This design comes from an exercise in tuning for small area on the open sky130 flow, not from production work.
In this exercise RTL edits were held to simulation tests only and were not proved equivalent to the original.
No activity file was given, so power comes from the tool's default toggle rates.

## flow/flow/run.sh

```bash
#!/bin/bash
# Standard ORFS layout with two changes: the port buffers are the smallest buffer cell
# (buf_1), and clock tree synthesis uses small clock buffers and adds no dummy loads.
# Each tool's output is kept in orfs/logs/ (one log per step); make's own output goes to
# make.log here.
set -euo pipefail
export BUFFER_PORTS_ARGS="-buffer_cell sky130_fd_sc_hd__buf_1"
export CTS_ARGS="-sink_clustering_enable -repair_clock_nets -dont_use_dummy_load -buf_list {sky130_fd_sc_hd__clkbuf_4 sky130_fd_sc_hd__clkbuf_8}"
bash standard.sh > make.log 2>&1
```

## flow/standard.sh

```bash
#!/bin/bash
# synth_recipe.tcl (not shown) runs the flow's synth.tcl, then flattens the netlist and writes it again
# the make line also repeats each setting of config.mk as NAME=value (left out here)
make -C /OpenROAD-flow-scripts/flow DESIGN_CONFIG=/design/flow/config.mk WORK_HOME=/design/flow/orfs CLKGATE_MAP_FILE= SYNTH_SCRIPT=/design/flow/synth_recipe.tcl "${@:-finish}"
```

## flow/config.mk

```make
export PLATFORM = sky130hd
export DESIGN_NAME = systolic_job_arbiter
export DESIGN_NICKNAME = systolic_job_arbiter
export VERILOG_FILES = /design/flow/design.v
export SDC_FILE = /design/flow/constraint.sdc
export NUM_CORES = 4
export LEC_CHECK = 0
export CAP_MARGIN = 20
export CORE_AREA = 2 2 858 118
export DIE_AREA = 0 0 860 120
export SLEW_MARGIN = 20
export SYNTH_HIERARCHICAL = 1
```

## flow/constraint.sdc

```tcl
create_clock -name core_clock -period 5.0 [get_ports {i_clk}]
set_input_delay 1.0000 -clock core_clock [delete_from_list [all_inputs] [get_ports {i_clk}]]
set_output_delay 1.0000 -clock core_clock [all_outputs]
set_load 0.01 [all_outputs]
```

## flow/design.v

```verilog
package systolic_pkg;
  localparam int N = 4;
  typedef logic [N-1:0][N-1:0][7:0]  matIn_t;
  typedef logic [N-1:0][N-1:0][31:0] matOut_t;
  typedef enum logic [1:0] {
    IDLE    = 2'd0,
    LAUNCH  = 2'd1,
    WAIT    = 2'd2,
    RESPOND = 2'd3
  } state_t;
endpackage
module rr_arb2 (
  input  logic [1:0] req,
  input  logic       last_grant,
  output logic [1:0] grant
);
  always_comb begin
    grant = req;
    if (req == 2'b11) begin
      grant = last_grant ? 2'b01 : 2'b10;
    end
  end
endmodule
module systolic_job_arbiter #(
  parameter int TIMEOUT_CYCLES = 31
) (
  input  logic                         i_clk,
  input  logic                         i_arst,
  input  logic [1:0]                   i_reqValid,
  output logic [1:0]                   o_reqReady,
  input  logic [1:0][systolic_pkg::N-1:0][systolic_pkg::N-1:0][7:0] i_reqA,
  input  logic [1:0][systolic_pkg::N-1:0][systolic_pkg::N-1:0][7:0] i_reqB,
  output logic [1:0]                   o_rspValid,
  input  logic [1:0]                   i_rspReady,
  output logic [systolic_pkg::N-1:0][systolic_pkg::N-1:0][31:0]    o_rspC,
  output logic                         o_rspErr,
  output logic [systolic_pkg::N-1:0][systolic_pkg::N-1:0][7:0]     o_engA,
  output logic [systolic_pkg::N-1:0][systolic_pkg::N-1:0][7:0]     o_engB,
  output logic                         o_engValidInput,
  input  logic [systolic_pkg::N-1:0][systolic_pkg::N-1:0][31:0]    i_engC,
  input  logic                         i_engValidResult,
  output logic                         o_busy
);
  localparam int CW = 5;
  localparam int MW = systolic_pkg::N * systolic_pkg::N * 8;    
  localparam int RW = systolic_pkg::N * systolic_pkg::N * 32;   
  localparam logic [CW-1:0] LFSR_SEED = '1;
  function automatic logic [CW-1:0] lfsr_next(input logic [CW-1:0] v);
    lfsr_next = {v[CW-2:0], v[4] ^ v[2]};
  endfunction
  function automatic logic [CW-1:0] lfsr_after(input logic [CW-1:0] v, input int n);
    logic [CW-1:0] r;
    r = v;
    for (int k = 0; k < n; k++) r = lfsr_next(r);
    lfsr_after = r;
  endfunction
  localparam logic [CW-1:0] LFSR_LAST = lfsr_after(LFSR_SEED, TIMEOUT_CYCLES - 1);
  systolic_pkg::state_t          state;
  logic            last_grant;   
  logic            err_q;
  logic [CW-1:0]   cnt;
  logic [MW-1:0]  a_q, a0, a1;
  logic [MW-1:0]  b_q, b0, b1;
  logic [RW-1:0] c_q, c_in;
  logic [1:0]      grant;
  logic            idle, launch, waiting, respond;
  logic            done_wait;
  rr_arb2 u_rr_arb2 (
    .req        (i_reqValid),
    .last_grant (last_grant),
    .grant      (grant)
  );
  assign idle    = ~state[1] & ~state[0];
  assign launch  = ~state[1] &  state[0];
  assign waiting =  state[1] & ~state[0];
  assign respond =  state[1] &  state[0];
  assign done_wait       = i_engValidResult || (cnt == LFSR_LAST);
  assign o_reqReady      = (idle && !i_arst) ? grant : 2'b00;
  assign o_engValidInput = launch;
  assign o_busy          = state[1] | state[0];
  assign o_rspValid      = respond ? (last_grant ? 2'b10 : 2'b01) : 2'b00;
  assign o_rspC          = c_q;
  assign o_rspErr        = err_q;
  assign o_engA          = a_q;
  assign o_engB          = b_q;
  always_ff @(posedge i_clk or posedge i_arst) begin
    if (i_arst) begin
      state      <= systolic_pkg::IDLE;
      last_grant <= 1'b1;
    end else begin
      case (state)
        systolic_pkg::IDLE: begin
          if (|grant) begin
            last_grant <= grant[1];
            state      <= systolic_pkg::LAUNCH;
          end
        end
        systolic_pkg::LAUNCH:  state <= systolic_pkg::WAIT;
        systolic_pkg::WAIT:    if (done_wait) state <= systolic_pkg::RESPOND;
        systolic_pkg::RESPOND: if (i_rspReady[last_grant]) state <= systolic_pkg::IDLE;
        default:               state <= systolic_pkg::IDLE;
      endcase
    end
  end
  logic sel0, sel1, hold_ab, ld_c, hold_c;
  assign sel0    = idle & ~grant[1];
  assign sel1    = idle &  grant[1];
  assign hold_ab = ~idle;
  assign ld_c    = waiting & i_engValidResult;
  assign hold_c  = ~waiting;
  logic [MW-1:0]  a_d, b_d;
  logic [RW-1:0] c_d;
  assign a0   = i_reqA[0];
  assign a1   = i_reqA[1];
  assign b0   = i_reqB[0];
  assign b1   = i_reqB[1];
  assign c_in = i_engC;
  for (genvar i = 0; i < MW; i++) begin : g_ab
    sja_pick3 u_a (.s0(sel0), .d0(a0[i]), .s1(sel1), .d1(a1[i]), .h(hold_ab), .q(a_q[i]),
                   .y(a_d[i]));
    sja_pick3 u_b (.s0(sel0), .d0(b0[i]), .s1(sel1), .d1(b1[i]), .h(hold_ab), .q(b_q[i]),
                   .y(b_d[i]));
  end
  for (genvar i = 0; i < RW; i++) begin : g_c
    sja_pick2 u_c (.s0(ld_c), .d0(c_in[i]), .h(hold_c), .q(c_q[i]), .y(c_d[i]));
  end
  always_ff @(posedge i_clk) begin
    a_q <= a_d;
    b_q <= b_d;
    c_q <= c_d;
    if (!respond) err_q <= !i_engValidResult;
    if (launch) cnt <= LFSR_SEED;
    else        cnt <= lfsr_next(cnt);
  end
endmodule
module sja_pick3 (
  input  logic s0, d0, s1, d1, h, q,
  output logic y
);
  assign y = (s0 & d0) | (s1 & d1) | (h & q);
endmodule
module sja_pick2 (
  input  logic s0, d0, h, q,
  output logic y
);
  assign y = (s0 & d0) | (h & q);
endmodule
```

==> impl_results.md, run 1 <==
- Critical Path End Type: primary output
- Leading area contributor after synthesis: dfxtp_1
- Via count: 30860
- Hold Crit Class: input port to async pin
- Final worst path period need: 3.536 ns
- Ys Warns: 8
- Clk root buf: clkbuf_8
- DRT Pass-1 Iters: 11
- Final Power: 0.03077 W
- Core area: 97740 um^2
- Worst-Margin Slew: 1.451 ns
- Largest family of logic cells by synthesized area: compound AO/OA/AOI/OAI gates
- Io pins: 1806
- Grt total ovfl: 0
- CP required: 4.00 ns
- Most common cell after layout, fill and taps aside: buf_1
- Wirelength per Cell: 49.07 um
- Most frequent cells in the layout: buf_1, dfxtp_1, a22o_1, inv_1, a222oi_1
- Setup-failing EPs final: 0
- Layout cells sized above 1: 3.791%
- Worst reg2reg path startpoint: state[1]
- Gate count after technology mapping: 1839
- Largest net degree at the start of global routing: 203
- Endpoints failing hold: 0
- Status: timing/DRC/antenna clean
- Worst hold slack: 0.1524 ns
- Die height: 120 um
- Initial drt markers: 7464
- Reg2Reg Setup Slack: 1.80 ns
- Post-CTS sizing: 0
- First-pass GRT wire length: 305200 um
- Total CTS buffers: 89
- Area Overhead vs Synth: 43.52%
- Seq/Total Area, Yosys: 65.37%
- Skew final: 0.06344 ns
- Setup Fix Bufs, Post-CTS: 0
- HPWL after DPL: 219300 um
- RSZ-0062 raised after global routing: no
- Post-CTS Hold Fix Bufs: 0
- Cell Area, Synth: 23840 um^2
- Worst R2R End: a_q[42]
- Slew margin rel.: 3.284%
- Period utilization: 70.71%
- R2R cell count: 7
- # DRC: 0
- EDFF count, synth: 1
- Routability cong.: 1.507
- Worst Path Class, Setup: flip-flop to primary output
- Internal Power: 0.01507 W
- Detail Route Antenna Nets: 0
- Max clock buf depth: 3
- Synth unique cells: 25
- Syn nets: 2874
- PwrDens: 899.4 nW/um^2
- Switching pwr: 0.01570 W
- Sw frac: 51.04%
- Synth Area in Simple Gates: 0.3674%
- WP data arrival: 2.54 ns
- Post-synthesis compound-gate area fraction: 29.76%
- Post-Synth XOR/XNOR Area: 0.03674%
- Core Rows: 42
- Via-to-Cell Ratio: 5.909
- Finished Layout Cells: 5222
- Post-synth top area share: 64.92%
- Util after Layout: 35.00%
- Dpl cells: 5025
- Leakage: 13.93 nW
- Drt total wl: 256300 um
- Post-synthesis mux area share: 0.08923%
- Startpoint types: flip-flop
- Max Freq: 0.2828 GHz
- Layout Nets: 4809
- Max-cap violation count: 0
- Avg Inst Size Synth: 12.96 um^2
- Clock power share: 13.9%
- CTS HTree Levels: 3
- Clock sinks: 777
- Horiz. Die Dim: 860 um
- Filler cells: 10460
- Initial Util: 24.39%
- GRT Resource Usage Total: 47.34%
- CP Max Fanout: 21
- Yosys reg bits: 777
- Max VDD drop: 0.5328 mV
- Final TNS setup: 0 ns
- IO buf count: 1805
- CTS tree: built
- Top_reg_cell synth: dfxtp_1
- Post-Synth Adder-Cell Area: 0.2100%
- Post-synth ARST share: 0.3861%
- Logic pwr share: 48.0%
- Initial antenna violation count: 135
- Seq pwr share: 38.1%
- Max Slew Vio Count: 0
- Die ar.: 103200 um^2
- Largest cells by area after synthesis: dfxtp_1, a22o_1, a222oi_1
- Number of global-route vias before repair: 24680
- CTS clk-pin slew, worst paths: 0.08 ns
- Worst-Skew Late Latency: 0.75 ns
-- worst max path at each step --
stage	start	endpoint	slack, ns	cells past startpoint
final	last_grant	o_reqReady[1]	1.46	4
after global routing	last_grant	o_reqReady[1]	1.34	4
after CTS	last_grant	o_reqReady[1]	1.44	4
after detailed placement	i_reqValid[1]	o_reqReady[1]	1.54	5
after global placement	i_reqValid[1]	o_reqReady[1]	1.59	5
after floorplan	state[1]	c_q[502]	-19.16	4
-- power groups by stage --
stage / clock [W] / sequential, W / combinational [W]
CTS: 0.00423 / 0.0115 / 0.0138
global placement: 0 / 0.0115 / 0.0137
floorplan: 0 / 0.0113 / 0.00508
finish: 0.00428 / 0.0117 / 0.0148
detailed placement: 0 / 0.0116 / 0.0137
global route: 0.00453 / 0.0119 / 0.0147
-- layout make-up --
cell class                      count  area (um^2)  share of cell area (%)
Antenna cell                      108        270.3                  0.7900
Clock buffer                       89         1225                   3.581
Inverter                          265         1006                   2.941
Multi-Input combinational cell    797         7291                   21.31
Sequential cell                   777        15580                   45.55
Tap cell                         1342         1679                   4.908
Timing Repair Buffer             1844         7158                   20.92
-- routing by layer --
layer	up-vias	track usage (%)	part of all wire [%]
li1	11420	-	-
met1	16130	67.01	44
met2	2820	53.77	34
met3	417	36.69	20
met4	68	5.303	1.4
met5	-	10.28	0.68
-- registers in the layout, summed over array words and instances (netlist names) --
signal and cells:
cnt 5, b_q 128, a_q 128, err_q 1, state 2, last_grant 1
c_q 512
-- Yosys stat by module, one instance, submodules excluded --
module	copies in the design	flip-flops and latches	area, um^2	cells
systolic_job_arbiter	1	777	15810	812
rr_arb2	1	0	18.77	3
sja_pick2	512	0	8.758	1
sja_pick3	256	0	13.76	2
-- cell usage after synthesis (2+ instances only) --
library cell / instances
and2_1: 2
dfrtp_1: 2
inv_1: 264
a222oi_1: 256
or2_2: 4
a22o_1: 512
ha_1: 4
nor2_1: 5
dfxtp_1: 773
nand2_1: 2
-- logic make-up after synthesis --
family	count (synthesis)
mux	2
buf+inv	265
compound gates	773
fa+ha+maj	4
simple gates	17
xor+xnor	1
flops	777
-- through the flow --
| stage | setup WS, ns | cell area, um^2 |
|---|---|---|
| 3_3_place_gp | 1.586 | 32710 |
| 3_5_place_dp | 1.542 | 32710 |
| 5_1_grt | 1.345 | 34110 |
| 4_1_cts | 1.436 | 33940 |
| 2_1_floorplan | -19.16 | 23870 |
| 6_report | 1.464 | 34210 |
-- worst max-delay path: stages (launching register included) --
cell,delay (ns)
dfstp_2,0.40
a21boi_0,0.50
and2_4,0.53
and2_1,0.19
buf_1,0.15
==> run 2: changes to the inputs <==
--- a/flow/config.mk
+++ b/flow/config.mk
@@ -6,7 +6,7 @@
 export NUM_CORES = 4
 export LEC_CHECK = 0
 export CAP_MARGIN = 20
-export CORE_AREA = 2 2 858 118
-export DIE_AREA = 0 0 860 120
+export CORE_AREA = 2 2 858 68
+export DIE_AREA = 0 0 860 70
 export SLEW_MARGIN = 20
 export SYNTH_HIERARCHICAL = 1
==> impl_results.md, run 2 <==
- Status: timing/DRC/antenna clean (unchanged)
- Register area: 15580 um^2 (unchanged)
- Grt total ovfl: 0 (unchanged)
- Final worst setup slack: 1.272 ns (was 1.464 ns)
- Post-CTS Hold Fix Bufs: 0 (unchanged)
- Clk root buf: clkbuf_8 (unchanged)
- CTS tree: built (unchanged)
- Synth unique cells: 25 (unchanged)
- Horiz. Die Dim: 860 um (unchanged)
- Avg Inst Size Synth: 12.96 um^2 (unchanged)
- Total CTS buffers: 72 (was 89)
- Critical Path End Type: primary output (unchanged)
- Post-synth top area share: 64.92% (unchanged)
- Top flop regs: c_q (512), a_q (128), b_q (128) (unchanged)
- Crit path buf inv count: 2 (was 1)
- Cell Area, Synth: 23840 um^2 (unchanged)
- Core area: 55850 um^2 (was 97740 um^2)
- Max reg flops: 512 (unchanged)
- Post-synth ARST share: 0.3861% (unchanged)
- Logic pwr share: 44.7% (was 48.0%)
- Crit-path leading delay family: flip-flops (was simple AND/OR/NAND/NOR gates)
- Switching pwr: 0.01213 W (was 0.01570 W)
- Top_reg_cell synth: dfxtp_1 (unchanged)
- Setup-failing EPs final: 0 (unchanged)
- RSZ-0062 raised after global routing: no (unchanged)
- Largest net degree at the start of global routing: 229 (was 203)
- Largest cells by area after synthesis: dfxtp_1, a22o_1, a222oi_1 (unchanged)
- First-pass GRT wire length: 184500 um (was 305200 um)
- Syn nets: 2874 (unchanged)
- HPWL after DPL: 111100 um (was 219300 um)
- Detail Route Antenna Nets: 0 (unchanged)
- CTS HTree Levels: 3 (unchanged)
- CTS clk-pin slew, worst paths: 0.10 ns (was 0.08 ns)
- Filler cells: 5160 (was 10460)
- Fin area: 33030 um^2 (was 34210 um^2)
- Reg with most FFs: c_q (unchanged)
- Area Overhead vs Synth: 38.57% (was 43.52%)
- Worst-Skew Late Latency: 0.74 ns (was 0.75 ns)
- Worst-Margin Slew: 1.174 ns (was 1.451 ns)
- Critical Path, Cell by Cell: a21boi_1, buf_4, and2_4, and2_1, buf_4 (was a21boi_0, and2_4, and2_1, buf_1)
- Gate count after technology mapping: 1839 (unchanged)
- Setup Fix Bufs, Post-CTS: 0 (unchanged)
- Final Power: 0.02688 W (was 0.03077 W)
- Number of global-route vias before repair: 22710 (was 24680)
- Layout Nets: 4778 (was 4809)
- Internal Power: 0.01474 W (was 0.01507 W)
- Worst R2R End: b_q[15] (was a_q[42])
- Leading area contributor after synthesis: dfxtp_1 (unchanged)
- Most common cell in the netlist: dfxtp_1 (unchanged)
- WP data arrival: 2.73 ns (was 2.54 ns)
- Seq/Total Area, Yosys: 65.37% (unchanged)
- Hold Crit Class: input port to async pin (unchanged)
- CP max stage cell: dfstp_2 (was and2_4)
- Yosys reg bits: 777 (unchanged)
- Initial Util: 42.68% (was 24.39%)
- Multi-input gate area: 7291 um^2 (unchanged)
- Max VDD drop: 0.4704 mV (was 0.5328 mV)
- Worst reg2reg path startpoint: last_grant (was state[1])
- Slew margin rel.: 22.02% (was 3.284%)
- Worst Path Class, Setup: flip-flop to primary output (unchanged)
- Post-CTS sizing: 0 (unchanged)
- Top cells by count, synth: dfxtp_1, a22o_1, inv_1, a222oi_1, nor2_1 (unchanged)
- Ys Warns: 8 (unchanged)
- Core Rows: 24 (was 42)
- Max Freq: 0.2682 GHz (was 0.2828 GHz)
- Most common cell after layout, fill and taps aside: buf_1 (unchanged)
- Layout cells sized above 1: 3.021% (was 3.791%)
- CP Max Fanout: 14 (was 21)
- # DRC: 0 (unchanged)
- Max Slew Vio Count: 0 (unchanged)
- Routability cong.: 1.368 (was 1.507)
- DP Area: 31940 um^2 (was 32710 um^2)
- CP required: 4.00 ns (about the same)
- Clock power share: 13.8% (was 13.9%)
- Clock sinks: 777 (unchanged)
- Io pins: 1806 (unchanged)
- Most frequent cells in the layout: buf_1, dfxtp_1, a22o_1, inv_1, a222oi_1 (unchanged)
- Leakage: 13.75 nW (was 13.93 nW)
- Drt total wl: 140400 um (was 256300 um)
- Via count: 27000 (was 30860)
- Max clock buf depth: 3 (unchanged)
- R2R cell count: 7 (unchanged)
- IO buf count: 1805 (unchanged)
- GRT Resource Usage Total: 44.26% (was 47.34%)
- Max-cap violation count: 0 (unchanged)
- Most common cell on crit path: buf_4
- Slowest Stage Delay on Critical Path: 0.87 ns (was 0.53 ns)
- Worst hold slack: 0.1774 ns (was 0.1524 ns)
- PwrDens: 813.7 nW/um^2 (was 899.4 nW/um^2)
- Initial antenna violation count: 52 (was 135)
- Wirelength per Cell: 30.70 um (was 49.07 um)
- EDFF count, synth: 1 (unchanged)
- Reg2Reg Setup Slack: 1.85 ns (was 1.80 ns)
- DRT Pass-1 Iters: 17 (was 11)
- Die ar.: 60200 um^2 (was 103200 um^2)
- Period utilization: 74.56% (was 70.71%)
- Sw frac: 45.15% (was 51.04%)
- Skew final: 0.05498 ns (was 0.06344 ns)
- Final worst path period need: 3.728 ns (was 3.536 ns)
- Die height: 70 um (was 120 um)
- Initial drt markers: 5563 (was 7464)
- Endpoints failing hold: 0 (unchanged)
- Startpoint types: flip-flop (unchanged)
- Seq pwr share: 41.5% (was 38.1%)
- Worst slack, placed: 1.499 ns (was 1.542 ns)
- Via-to-Cell Ratio: 5.904 (was 5.909)
## run 2: cell counts after synthesis
Identical to the previous run, type by type.
## run 2: metal layers
metal / share of wire, % / track usage (%) / vias up
li1: - / - / 11250
met1: 43 / 61.67 / 13540
met2: 34 / 49.54 / 1856
met3: 20 / 34.89 / 306
met4: 1.6 / 6.234 / 46
met5: 1.4 / 19.43 / -
## run 2: cell families after synthesis
group	count (synthesis)	synth area share [%]
flip-flops	777	65.37
buffers and inverters	265	4.173
AND/OR/NAND/NOR	17	0.3675
AO/OA/AOI/OAI	773	29.76
multiplexers	2	0.08923
adder cells (fa/ha/maj)	4	0.2100
XOR/XNOR	1	0.03675
## run 2: worst max path at each step
stage / cells past startpoint / to / slack [ns] / start
finish: 5 / o_reqReady[1] / 1.27 / last_grant
global route: 5 / o_reqReady[1] / 1.25 / last_grant
CTS: 4 / o_busy / 1.15 / state[1]
detailed placement: 8 / b_q[15] / 1.50 / i_reqValid[1]
global placement: 8 / a_q[109] / 1.58 / i_reqValid[1]
floorplan: 4 / c_q[502] / -19.16 / state[1]
## run 2: area by class of cell
cell class	instances	area share, %
clock buffers	72	3.000
repair buffers	1830	21.41
multi-input cells	797	22.07
well taps	793	3.004
diodes	39	0.2955
flip-flops and latches	777	47.17
inverters	265	3.046
## run 2: per-module statistics from Yosys, one instance, submodules excluded
module	copies in the design	area [um^2]
rr_arb2	1	18.77
sja_pick2	512	8.758
sja_pick3	256	13.76
systolic_job_arbiter	1	15810
## run 2: power by group through the flow
stage	Sequential, W	Clock [W]	Combinational, W
6_report	0.0112	0.00370	0.0120
5_1_grt	0.0114	0.00397	0.0124
4_1_cts	0.0111	0.00366	0.0114
3_5_place_dp	0.0112	0	0.0113
3_3_place_gp	0.0111	0	0.0113
2_1_floorplan	0.0113	0	0.00508
## run 2: per-stage QoR
step           utilization, %  setup TNS [ns]  instances
3_3_place_gp            57.19               0       4462
2_1_floorplan               -        -9811.81       1839
5_1_grt                 59.07               0       4557
6_report                59.14               0       4573
3_5_place_dp            57.19               0       4462
4_1_cts                 58.96               0       4534

## re-timing with driven ports
The results above use ideal ports. As a check the final layouts listed here were re-extracted and re-timed, cells and wires unchanged.
Step 1: set_driving_cell puts a clkbuf_16 on i_clk and a buf_2 on each other input, an assumption about the parent block.
Step 2 times the ports against the registers' clock, not the clock port: input delays grow and output delays shrink by t, the midpoint of the rising clock arrivals with the driver on.
Three values: ideal ports, drivers, drivers and shift; two values: the first two.
run | t, ns | slack for setup (ns) | worst data-port slew with drivers (ns)
run 1 | 0.813 | 1.464 / 1.386 / 1.420 | 0.59
run 2 | 0.780 | 1.272 / 1.199 / 1.280 | 0.43
After both steps every run listed still meets setup and hold. For run 1, which loses most, drivers alone change the setup slack by -0.078 ns; drivers and shift together by -0.044 ns.
